Background: an optimization exercise with open tools, aiming at small area and a short achievable clock period. Do not read the settings as production practice. At most, simulation tests tie the RTL to the original design; equivalence was not proved. Power figures rest on the tool's default switching activity, not on a simulated workload.

## maple
Design gp_imem, start of the top module:
module gp_imem (
  input  logic        clk,
  input  logic        rst,
  input  logic [29:0] addr,
  input  logic        stall,
  output logic [31:0] inst,
  output logic        ready,
  input  logic        reload,
  input  logic        wr_en,
  input  logic [29:0] wr_addr,
  input  logic [31:0] wr_data,
  output logic        wr_ack,
  output logic        wr_err,
  output logic        par_err
);
Settings: LEC_CHECK=0, CAP_MARGIN=20, CORE_MARGIN=2, CORE_UTILIZATION=45, CTS_BUF_LIST=sky130_fd_sc_hd__clkbuf_8, CTS_CLUSTER_DIAMETER=60, CTS_CLUSTER_SIZE=15, SETUP_SLACK_MARGIN=2.5, SLEW_MARGIN=65, SYNTH_HIERARCHICAL=1; clock period 5.5 ns.
standard.sh (not shown) runs the stock make flow with config.mk's settings and CLKGATE_MAP_FILE= SYNTH_SCRIPT=/design/flow/synth_recipe.tcl, a recipe that flattens the netlist after the stock synthesis.
==> flow/flow/run.sh <==
#!/bin/bash
# Standard layout, with buf_4 as the port buffer instead of the cell buffer_ports picks by itself
# (a delay cell that repair_timing cannot resize out of its footprint).
set -euo pipefail
export BUFFER_PORTS_ARGS="-buffer_cell sky130_fd_sc_hd__buf_4"
bash standard.sh > standard.log 2>&1
For nickel, these inputs were changed with respect to maple:
- putting PLACE_DENSITY at 0.65 where nothing was set
- swapping 45 for 52 in CORE_UTILIZATION
- swapping 60 for 80 in CTS_CLUSTER_DIAMETER
- swapping 15 for 20 in CTS_CLUSTER_SIZE
- clearing CTS_BUF_LIST, which used to be sky130_fd_sc_hd__clkbuf_8
### Flow results
- nickel did not stop at any stage, and its layout met the timing, DRC and antenna checks.
- From maple to nickel the numbers moved as follows: wire length on met2 dropped 2000 µm, multi-input logic area closely matched the old numbers, cell area after layout moved up, worst hold slack decreased 0.39 ns.
- Diff maple -> nickel: final critical-path required period saw an increase, worst slack at placement shrank by 0.12 ns.
Setup changes, nickel to sierra
- CORE_UTILIZATION: 52 -> 45
- PLACE_DENSITY: 0.65 -> unset
- CTS_CLUSTER_DIAMETER: 80 -> 60
- SLEW_MARGIN: 65 -> 55
- CTS_BUF_LIST: unset -> sky130_fd_sc_hd__clkbuf_8
- CTS_CLUSTER_SIZE: 20 -> 15
- SETUP_SLACK_MARGIN: 2.5 -> 2.9
==> flow/flow/run.sh <==
#!/bin/bash
# Standard layout, with buf_2 as the port buffer instead of the cell buffer_ports picks by itself
# (a delay cell that repair_timing cannot resize out of its footprint).
set -euo pipefail
export BUFFER_PORTS_ARGS="-buffer_cell sky130_fd_sc_hd__buf_2"
bash standard.sh > standard.log 2>&1
--- outcome ---
- In sierra relative to nickel, standard cell area after detailed placement had gone down slightly.
- Total power of sierra is lower than that of nickel.
- Worst setup path endpoint = inst_a_qn[21]: nickel; worst setup path endpoint = inst[11]: sierra
- Re number of synthesized flops with an enable pin: no difference whatsoever between sierra and nickel.
- Diff nickel -> sierra | highest clock frequency the design can meet | increase of about 1.7%
- | slack of the critical path | sierra vs nickel | better |
## Diff of input files: indigo against sierra
- SETUP_SLACK_MARGIN now 2.5, was 2.9
==> flow/flow/run.sh <==
#!/bin/bash
# Standard layout, with buf_4 as the port buffer instead of the cell buffer_ports picks by itself
# (a delay cell that repair_timing cannot resize out of its footprint).
set -euo pipefail
export BUFFER_PORTS_ARGS="-buffer_cell sky130_fd_sc_hd__buf_4"
bash standard.sh > standard.log 2>&1
### Flow results
Via count of the first global-routing pass in indigo vs sierra: down about 2.5%
Compared with sierra, indigo instantiates a smaller number of cells.
Status: number of non-clock inverters parity (indigo, sierra)
There was hardly any difference in number of H-tree levels between indigo and sierra.
indigo — clock buffer count from CTS about 1.1% lower, sierra as reference
indigo vs sierra on combinational group share of total power: indigo is the lower one.
Compared with sierra, indigo shows a lower global-route usage.
Modified inputs, quartz compared to indigo
- changing SETUP_SLACK_MARGIN from 2.5 to 2.7
==> flow/flow/run.sh <==
#!/bin/bash
# Standard layout, with buf_2 as the port buffer instead of the cell buffer_ports picks by itself
# (a delay cell that repair_timing cannot resize out of its footprint).
set -euo pipefail
export BUFFER_PORTS_ARGS="-buffer_cell sky130_fd_sc_hd__buf_2"
bash standard.sh > standard.log 2>&1
Results
- Worst hold slack in quartz is 0.12 ns higher than in indigo
- Critical path depth: lower on quartz
- Going from indigo to quartz, half-perimeter wire length after detailed placement shrinks by 1100 µm.
- Final worst-path setup slack (lower): indigo
- In terms of detail-routed net length per standard cell, quartz and indigo differ only marginally.
For raven, these inputs were changed with respect to quartz:
- swapping 55 for 65 in SLEW_MARGIN
- swapping 2.7 for 2.5 in SETUP_SLACK_MARGIN
Summary — worst-skew pair later-pin latency, raven relative to quartz: lower, by 0.03 ns.
The lower least setup slack across all paths after layout came out of quartz.
[raven vs quartz] area of the multi-input gates: lower in raven
Against quartz, half-perimeter wire length after placement in raven rose by a few percent.
Of quartz and raven, the run reporting the lower met3 demand-to-capacity share in global routing was raven.

* * *

gp_imem, a different RTL version from the one above (not shown whole).
Size: ~3800 cells after synthesis, ~2100 flip-flops, roughly 130 I/O pins, roughly 75000 um2 of cells after synthesis.
Settings: LEC_CHECK=0, CAP_MARGIN=20, CORE_MARGIN=2, CORE_UTILIZATION=45, CTS_CLUSTER_DIAMETER=80, CTS_CLUSTER_SIZE=20, SETUP_SLACK_MARGIN=2.8, SLEW_MARGIN=20, SYNTH_HIERARCHICAL=1; clock period 5.5 ns.
==> flow/flow/run.sh <==
#!/bin/bash
# Standard layout, with buf_4 as the port buffer instead of the cell buffer_ports picks by itself
# (a delay cell that repair_timing cannot resize out of its footprint).
set -euo pipefail
export BUFFER_PORTS_ARGS="-buffer_cell sky130_fd_sc_hd__buf_4"
bash standard.sh > standard.log 2>&1
Rerun with:
Settings changed: CORE_UTILIZATION 45 to 40, SETUP_SLACK_MARGIN 2.8 to 1.5.
The changed run completed without violations.
Register-to-register slack gets worse by 0.48 ns.
Worst hold slack gets worse by 0.11 ns.
Core utilization is lower by 9.8 points.
Synthesized cell count does not change.
Via count is lower by 8.1%.
Power is lower by 9.2%.
Cell count is lower by 2.3%.
Wire length is lower by 12%.
Sequential power hardly moves.
No run of this note included a check of the RTL's function; only the layout flow was run.

* * *

The RTL this note starts from:
==> flow/design.v <==
package gp_imem_pkg;
  localparam int          BOOT_WORDS_DEF = 42;
  localparam logic [31:0] NOP_WORD_DEF   = 32'h0000_0000;
  localparam logic [BOOT_WORDS_DEF*32-1:0] BOOT_TABLE = {
    32'h00000000,
    32'h00000000,
    32'h00000000,
    32'h00000000,
    32'h00000000,
    32'h1000ffff,
    32'hac020000,
    32'h00431020,
    32'h24030002,
    32'h24020001,
    32'h00000000,
    32'h0bf00000,
    32'h00000000,
    32'h02000008,
    32'h26100300,
    32'h3c100000,
    32'h00000000,
    32'h11e0fffc,
    32'h31ef0001,
    32'h8d8f0004,
    32'h00000000,
    32'h15aefffe,
    32'h25ad0001,
    32'h240e0040,
    32'h240d0000,
    32'had8c0000,
    32'h358c0001,
    32'h3c0c2000,
    32'h00000000,
    32'h1540fffa,
    32'h254affff,
    32'h25290004,
    32'h25080004,
    32'had2b0000,
    32'h8d0b0000,
    32'h240a0010,
    32'h25290200,
    32'h3c090000,
    32'h25080100,
    32'h3c080000,
    32'h37bd0ff0,
    32'h3c1d1000
  };
  typedef enum logic {
    BOOT = 1'b0,
    RUN  = 1'b1
  } gp_state_e;
endpackage
module gp_imem_boot_rom #(
  parameter int                DATA_W     = 32,
  parameter int                IDX_W      = 6,
  parameter int                BOOT_WORDS = gp_imem_pkg::BOOT_WORDS_DEF,
  parameter logic [DATA_W-1:0] NOP_WORD   = DATA_W'(gp_imem_pkg::NOP_WORD_DEF)
) (
  input  logic [IDX_W-1:0]  idx,
  output logic [DATA_W-1:0] word
);
  always_comb begin
    word = NOP_WORD;
    if ((32'(idx) < BOOT_WORDS) && (32'(idx) < gp_imem_pkg::BOOT_WORDS_DEF))
      word = DATA_W'(gp_imem_pkg::BOOT_TABLE[32*idx +: 32]);
  end
endmodule
module gp_imem (
  input  logic        clk,
  input  logic        rst,
  input  logic [29:0] addr,
  input  logic        stall,
  output logic [31:0] inst,
  output logic        ready,
  input  logic        reload,
  input  logic        wr_en,
  input  logic [29:0] wr_addr,
  input  logic [31:0] wr_data,
  output logic        wr_ack,
  output logic        wr_err,
  output logic        par_err
);
  localparam int DEPTH = 64;
  localparam int BOOT_WORDS = gp_imem_pkg::BOOT_WORDS_DEF;
  logic        run_q;           
  logic [5:0]  boot_idx_q;      
  logic [5:0]  ra_q;            
  logic        ra_hi_q;         
  logic [31:0] inst_q;
  logic        wr_ack_q, wr_err_q;
  logic [31:0] mem [DEPTH];
  logic [31:0] boot_word;
  logic        boot_last, wr_accept, wr_hi, wen, run_d, ra_hi_d, rd_en, hit;
  logic [5:0]  waddr, ra_d;
  logic [31:0] wdata, rd, inst_d;
  logic [DEPTH-1:0] we, rsel;
  gp_imem_boot_rom u_boot_rom (
    .idx  (boot_idx_q),
    .word (boot_word)
  );
  assign boot_last = (boot_idx_q == 6'(BOOT_WORDS - 1));
  assign wr_accept = run_q & ~reload & wr_en;
  assign wr_hi     = |wr_addr[29:6];
  assign run_d     = run_q ? ~reload : boot_last;
  assign ra_d      = stall ? ra_q : addr[5:0];
  assign ra_hi_d   = stall ? ra_hi_q : |addr[29:6];
  assign wen   = ~run_q | (wr_accept & ~wr_hi);
  assign waddr = run_q ? wr_addr[5:0] : boot_idx_q;
  assign wdata = run_q ? wr_data : boot_word;
  for (genvar i = 0; i < DEPTH; i++) begin : g_dec
    assign we[i]   = wen && (waddr == 6'(i));
    assign rsel[i] = (ra_d == 6'(i));
  end
  assign rd_en = run_d & ~ra_hi_d;
  assign hit   = wen && (waddr == ra_d);
  always_comb begin
    rd = '0;
    for (int i = 0; i < DEPTH; i++) rd = rd | ({32{rsel[i]}} & mem[i]);
  end
  assign inst_d = rd_en ? (hit ? wdata : rd) : 32'h0;
  always_ff @(posedge clk or negedge rst) begin
    if (!rst) begin
      run_q      <= 1'b0;
      boot_idx_q <= '0;
      ra_q       <= '0;
      ra_hi_q    <= 1'b0;
      inst_q     <= '0;
      wr_ack_q   <= 1'b0;
      wr_err_q   <= 1'b0;
    end else begin
      run_q      <= run_d;
      if (!run_q) boot_idx_q <= boot_last ? 6'd0 : boot_idx_q + 6'd1;
      ra_q       <= ra_d;
      ra_hi_q    <= ra_hi_d;
      inst_q     <= inst_d;
      wr_ack_q   <= wr_accept;
      wr_err_q   <= wr_accept & wr_hi;
    end
  end
  for (genvar i = 0; i < DEPTH; i++) begin : g_word
    always_ff @(posedge clk) begin
      if (we[i]) mem[i] <= wdata;
    end
  end
  assign ready   = run_q;
  assign inst    = inst_q;
  assign par_err = 1'b0;
  assign wr_ack  = wr_ack_q;
  assign wr_err  = wr_err_q;
endmodule
clock: 5.5 ns
lec_check: 0
cap_margin: 20
core_margin: 2
core_utilization: 60
place_density: 0.7
setup_slack_margin: 3.0
slew_margin: 20
run.sh (not shown) runs the stock make flow with config.mk's settings and CLKGATE_MAP_FILE= SYNTH_SCRIPT=/design/flow/synth_recipe.tcl, a recipe that flattens the netlist after the stock synthesis.
Stock flow here: none of the scripts above is used.
The baseline died in global routing (5_1_grt).
==> next run, changes <==
Settings changed: CTS_CLUSTER_DIAMETER set to 100, CTS_CLUSTER_SIZE set to 30, SETUP_SLACK_MARGIN 3.0 to 1.5.
Effect: The new run passed the timing, DRC and antenna checks; synthesized cell count stays the same; area after synthesis does not change.
Function was not checked in any run of this note: the RTL went through the layout flow alone.

* * *

Another version of the RTL of gp_imem (not shown whole).
Size in the first run: roughly 5900 cells after synthesis, ~2200 flip-flops, roughly 130 I/O pins, ~76000 sq um of cells after synthesis.
// gp_imem
module gp_imem (
  input  logic        clk,
  input  logic        rst,
  input  logic [29:0] addr,
  input  logic        stall,
  output logic [31:0] inst,
  output logic        ready,
  input  logic        reload,
  input  logic        wr_en,
  input  logic [29:0] wr_addr,
  input  logic [31:0] wr_data,
  output logic        wr_ack,
  output logic        wr_err,
  output logic        par_err
);
==> flow/config.mk <==
export PLATFORM = sky130hd
export DESIGN_NAME = gp_imem
export DESIGN_NICKNAME = gp_imem
export VERILOG_FILES = /design/flow/design.v
export SDC_FILE = /design/flow/constraint.sdc
export NUM_CORES = 4
export LEC_CHECK = 0
export CAP_MARGIN = 20
export CORE_MARGIN = 2
export CORE_UTILIZATION = 45
export CTS_BUF_LIST = sky130_fd_sc_hd__clkbuf_8
export CTS_CLUSTER_DIAMETER = 60
export CTS_CLUSTER_SIZE = 15
export SETUP_SLACK_MARGIN = 2.6
export SLEW_MARGIN = 60
export SYNTH_HIERARCHICAL = 1
==> flow/constraint.sdc <==
create_clock -name core_clock -period 5.5 [get_ports {clk}]
set_input_delay 1.1000 -clock core_clock [delete_from_list [all_inputs] [get_ports {clk}]]
set_output_delay 1.1000 -clock core_clock [all_outputs]
set_load 0.01 [all_outputs]
standard.sh (not shown) runs the stock make flow with config.mk's settings and CLKGATE_MAP_FILE= SYNTH_SCRIPT=/design/flow/synth_recipe.tcl, a recipe that flattens the netlist after the stock synthesis.
==> flow/flow/run.sh <==
#!/bin/bash
# Standard layout, with buf_2 as the port buffer instead of the cell buffer_ports picks by itself
# (a delay cell that repair_timing cannot resize out of its footprint).
set -euo pipefail
export BUFFER_PORTS_ARGS="-buffer_cell sky130_fd_sc_hd__buf_2"
bash standard.sh > standard.log 2>&1
The baseline passed the timing, DRC and antenna checks.
Next try:
--- a/flow/config.mk
+++ b/flow/config.mk
@@ -12,5 +12,5 @@
 export CTS_CLUSTER_DIAMETER = 60
 export CTS_CLUSTER_SIZE = 15
-export SETUP_SLACK_MARGIN = 2.6
-export SLEW_MARGIN = 60
+export SETUP_SLACK_MARGIN = 2.7
+export SLEW_MARGIN = 55
 export SYNTH_HIERARCHICAL = 1
The changed run finished clean.
Hold slack degrades by 0.025 ns.
Count of clock-buffer cells in the layout drops by 8.
Synthesized cell count stays the same.
Power is lower by about 0.37%.
Sequential share of layout area is lower by 0.75 points.
Final area rises by 1.5%.
Via count came out higher by about 1.1%.
Worst setup slack improves by 0.063 ns.
Combinational power barely changes.
Global-route usage increases by 0.26 points.
Sequential power barely changes.

* * *

== willow ==
gp_imem with an RTL version that a note above also has.
For scale: about 5900 cells after synthesis, ~2200 flip-flops, ~130 I/O pins.
// gp_imem
module gp_imem (
  input  logic        clk,
  input  logic        rst,
  input  logic [29:0] addr,
  input  logic        stall,
  output logic [31:0] inst,
  output logic        ready,
  input  logic        reload,
  input  logic        wr_en,
  input  logic [29:0] wr_addr,
  input  logic [31:0] wr_data,
  output logic        wr_ack,
  output logic        wr_err,
  output logic        par_err
);
  localparam int DEPTH = 64;
  localparam int BOOT_WORDS = gp_imem_pkg::BOOT_WORDS_DEF;
  logic        run_q;           
  logic        boot_q;          
  logic [31:0] boot_word_q;     
  logic [5:0]  boot_idx_q;      
  logic [5:0]  ra_q;            
  logic        ra_hi_q;         
  logic [31:0] inst_a_qn, inst_b_qn;  
  logic        wr_ack_q, wr_err_q;
  logic [31:0] mem [DEPTH];
  logic [31:0] mem_d [DEPTH];
  logic [31:0] boot_word, wdata, inst_a_dn, inst_b_dn;
  logic        boot_last, wr_accept, wr_hi, host_wen, run_d, ra_hi_d, rd_en;
  logic        hit, boot_hit, host_hit, kill, take;
  logic [5:0]  ra_d, boot_idx_d;
  logic [DEPTH-1:0] we, keep, rsel_a, rsel_b;
  gp_imem_boot_rom u_boot_rom (
    .idx  (boot_idx_d),
    .word (boot_word)
  );
  assign boot_last = (boot_idx_q == 6'(BOOT_WORDS - 1));
  assign wr_accept = run_q & ~reload & wr_en;
  assign wr_hi     = |wr_addr[29:6];
  assign host_wen  = wr_accept & ~wr_hi;
  assign run_d     = run_q ? ~reload : boot_last;
  assign boot_idx_d = (boot_q && !boot_last) ? boot_idx_q + 6'd1 : 6'd0;
  assign ra_d      = stall ? ra_q : addr[5:0];
  assign ra_hi_d   = stall ? ra_hi_q : |addr[29:6];
  assign wdata = boot_q ? boot_word_q : wr_data;
  gp_imem_wdec u_wdec (
    .boot_idx (boot_idx_q),
  ...
export LEC_CHECK = 0
export CAP_MARGIN = 20
export CORE_MARGIN = 2
export CORE_UTILIZATION = 45
export CTS_BUF_LIST = sky130_fd_sc_hd__clkbuf_8
export CTS_CLUSTER_DIAMETER = 60
export CTS_CLUSTER_SIZE = 15
export SETUP_SLACK_MARGIN = 2.5
export SLEW_MARGIN = 75
export SYNTH_HIERARCHICAL = 1
create_clock -name core_clock -period 5.5 [get_ports {clk}]
==> flow/flow/run.sh <==
#!/bin/bash
# Standard layout, with buf_4 as the port buffer instead of the cell buffer_ports picks by itself
# (a delay cell that repair_timing cannot resize out of its footprint).
set -euo pipefail
export BUFFER_PORTS_ARGS="-buffer_cell sky130_fd_sc_hd__buf_4"
bash standard.sh > standard.log 2>&1
willow ran to completion and came out clean on the timing, DRC and antenna checks.
The following lists how cedar was set up differently from willow:
- swapping 75 for 65 in SLEW_MARGIN
- swapping 2.5 for 2.7 in SETUP_SLACK_MARGIN
### Flow results
cedar | stages: all done | timing, DRC, antenna: all pass. In the flow results for willow and cedar, the total wire length after detailed routing is smaller on cedar. Comparing willow against cedar, there is no change at all in number of buffer cells added on primary ports. Delta (cedar minus willow): worst hold margin shows a reduction of 5.4 ps; final worst-path setup slack climbed 48 ps; global-route wire length before repair went down about 2%. Multi-input logic area delta (cedar -> willow): insignificant. Detailed-route via count ended up 2.5% lower on cedar than on willow.
Inputs modified between cedar and xenon:
- swapping 15 for 20 in CTS_CLUSTER_SIZE
- swapping 60 for 80 in CTS_CLUSTER_DIAMETER
- swapping 2.7 for 2.5 in SETUP_SLACK_MARGIN
- clearing CTS_BUF_LIST, which used to be sky130_fd_sc_hd__clkbuf_8
[summary]
- In the metrics for xenon and cedar, the one carrying the lower post-cts gate resize count is xenon.
- Area growth from synthesis to layout was higher in cedar than in xenon.
- Start point of the critical path = stall: xenon; start point of the critical path = inst_b_qn[12]: cedar
- Highest clock frequency the design can meet in xenon is 2.4 MHz below cedar.
- Against cedar, xenon comes in 0.73 points lower on post-route core utilization.
- The number of buffers inserted during clock tree synthesis in xenon is 0.75 times that in cedar.
- What xenon reported for total of clock buffers placed in the layout has to be multiplied by 1.06 to get the figure for cedar.
- Higher routed length on met3 was reported by cedar, not xenon.
- Worst min-delay path class: primary input to flop -> cedar, primary input to asynchronous set/reset pin -> xenon
- xenon ended up with a higher total power divided by cell area than cedar did.
- Every stage of the flow completed for xenon, and the final layout passed the timing, DRC and antenna checks.
- cedar and xenon ended up with roughly the same combinational cell power.
- Final-layout clock-cell area share was lower in cedar than in xenon.

## separate check: timing with driven ports
No port has a modelled driver above. Below, the same layouts with a new extraction and two added sets of constraints. Step 1 sets driving cells, clkbuf_16 on the clock port and buf_2 on the other inputs (assumed; they add their load-dependent delay and slew). Step 2 moves the port delays by t, midway between the first and last clock arrival at a register: inputs arrive t later, outputs are due t later. That takes back most of the time a late clock gives input paths. Slacks: ideal / step 1 / step 2; pairs: ideal / step 1.
| run | t (ns) | setup WS [ns] | latest minus earliest clock arrival (ns) | worst slew at a driven data input, ns | cell pins on the clock port's net |
|---|---|---|---|---|---|
| maple | 1.047 | 2.415 / 2.331 / 1.404 | 0.061 / 0.061 | 0.13 | 1 |
| nickel | 0.867 | 2.353 / 2.131 / 1.264 | 0.043 / 0.043 | 0.34 | 1 |
| sierra | 1.054 | 2.404 / 2.329 / 1.481 | 0.071 / 0.071 | 0.11 | 1 |
| indigo | 1.057 | 2.352 / 2.275 / 1.218 | 0.074 / 0.074 | 0.27 | 1 |
| quartz | 1.046 | 2.393 / 2.315 / 1.354 | 0.080 / 0.080 | 0.17 | 1 |
| raven | 1.026 | 2.443 / 2.367 / 1.351 | 0.056 / 0.057 | 0.15 | 1 |
| the first run of note 2 | 0.861 | 1.866 / 1.846 / 0.986 | 0.049 / 0.049 | 0.13 | 1 |
| the second run of note 2 | 0.863 | 1.397 / 1.459 / 0.597 | 0.067 / 0.067 | 0.09 | 1 |
| the second run of note 3 | 0.824 | 1.311 / 1.370 / 0.546 | 0.038 / 0.038 | 0.06 | 1 |
| the first run of note 4 | 1.051 | 2.406 / 2.389 / 1.402 | 0.063 / 0.063 | 0.14 | 1 |
| the second run of note 4 | 1.060 | 2.470 / 2.388 / 1.498 | 0.054 / 0.053 | 0.14 | 1 |
| willow | 1.053 | 2.398 / 2.324 / 1.358 | 0.074 / 0.074 | 0.12 | 1 |
| cedar | 1.079 | 2.446 / 2.350 / 1.464 | 0.069 / 0.069 | 0.21 | 1 |
| xenon | 0.885 | 2.423 / 2.306 / 1.422 | 0.058 / 0.057 | 0.23 | 1 |
After both steps setup and hold are still met in every run listed. For indigo, which loses most, drivers alone change the setup slack by -0.077 ns; drivers and shift together by -1.134 ns.
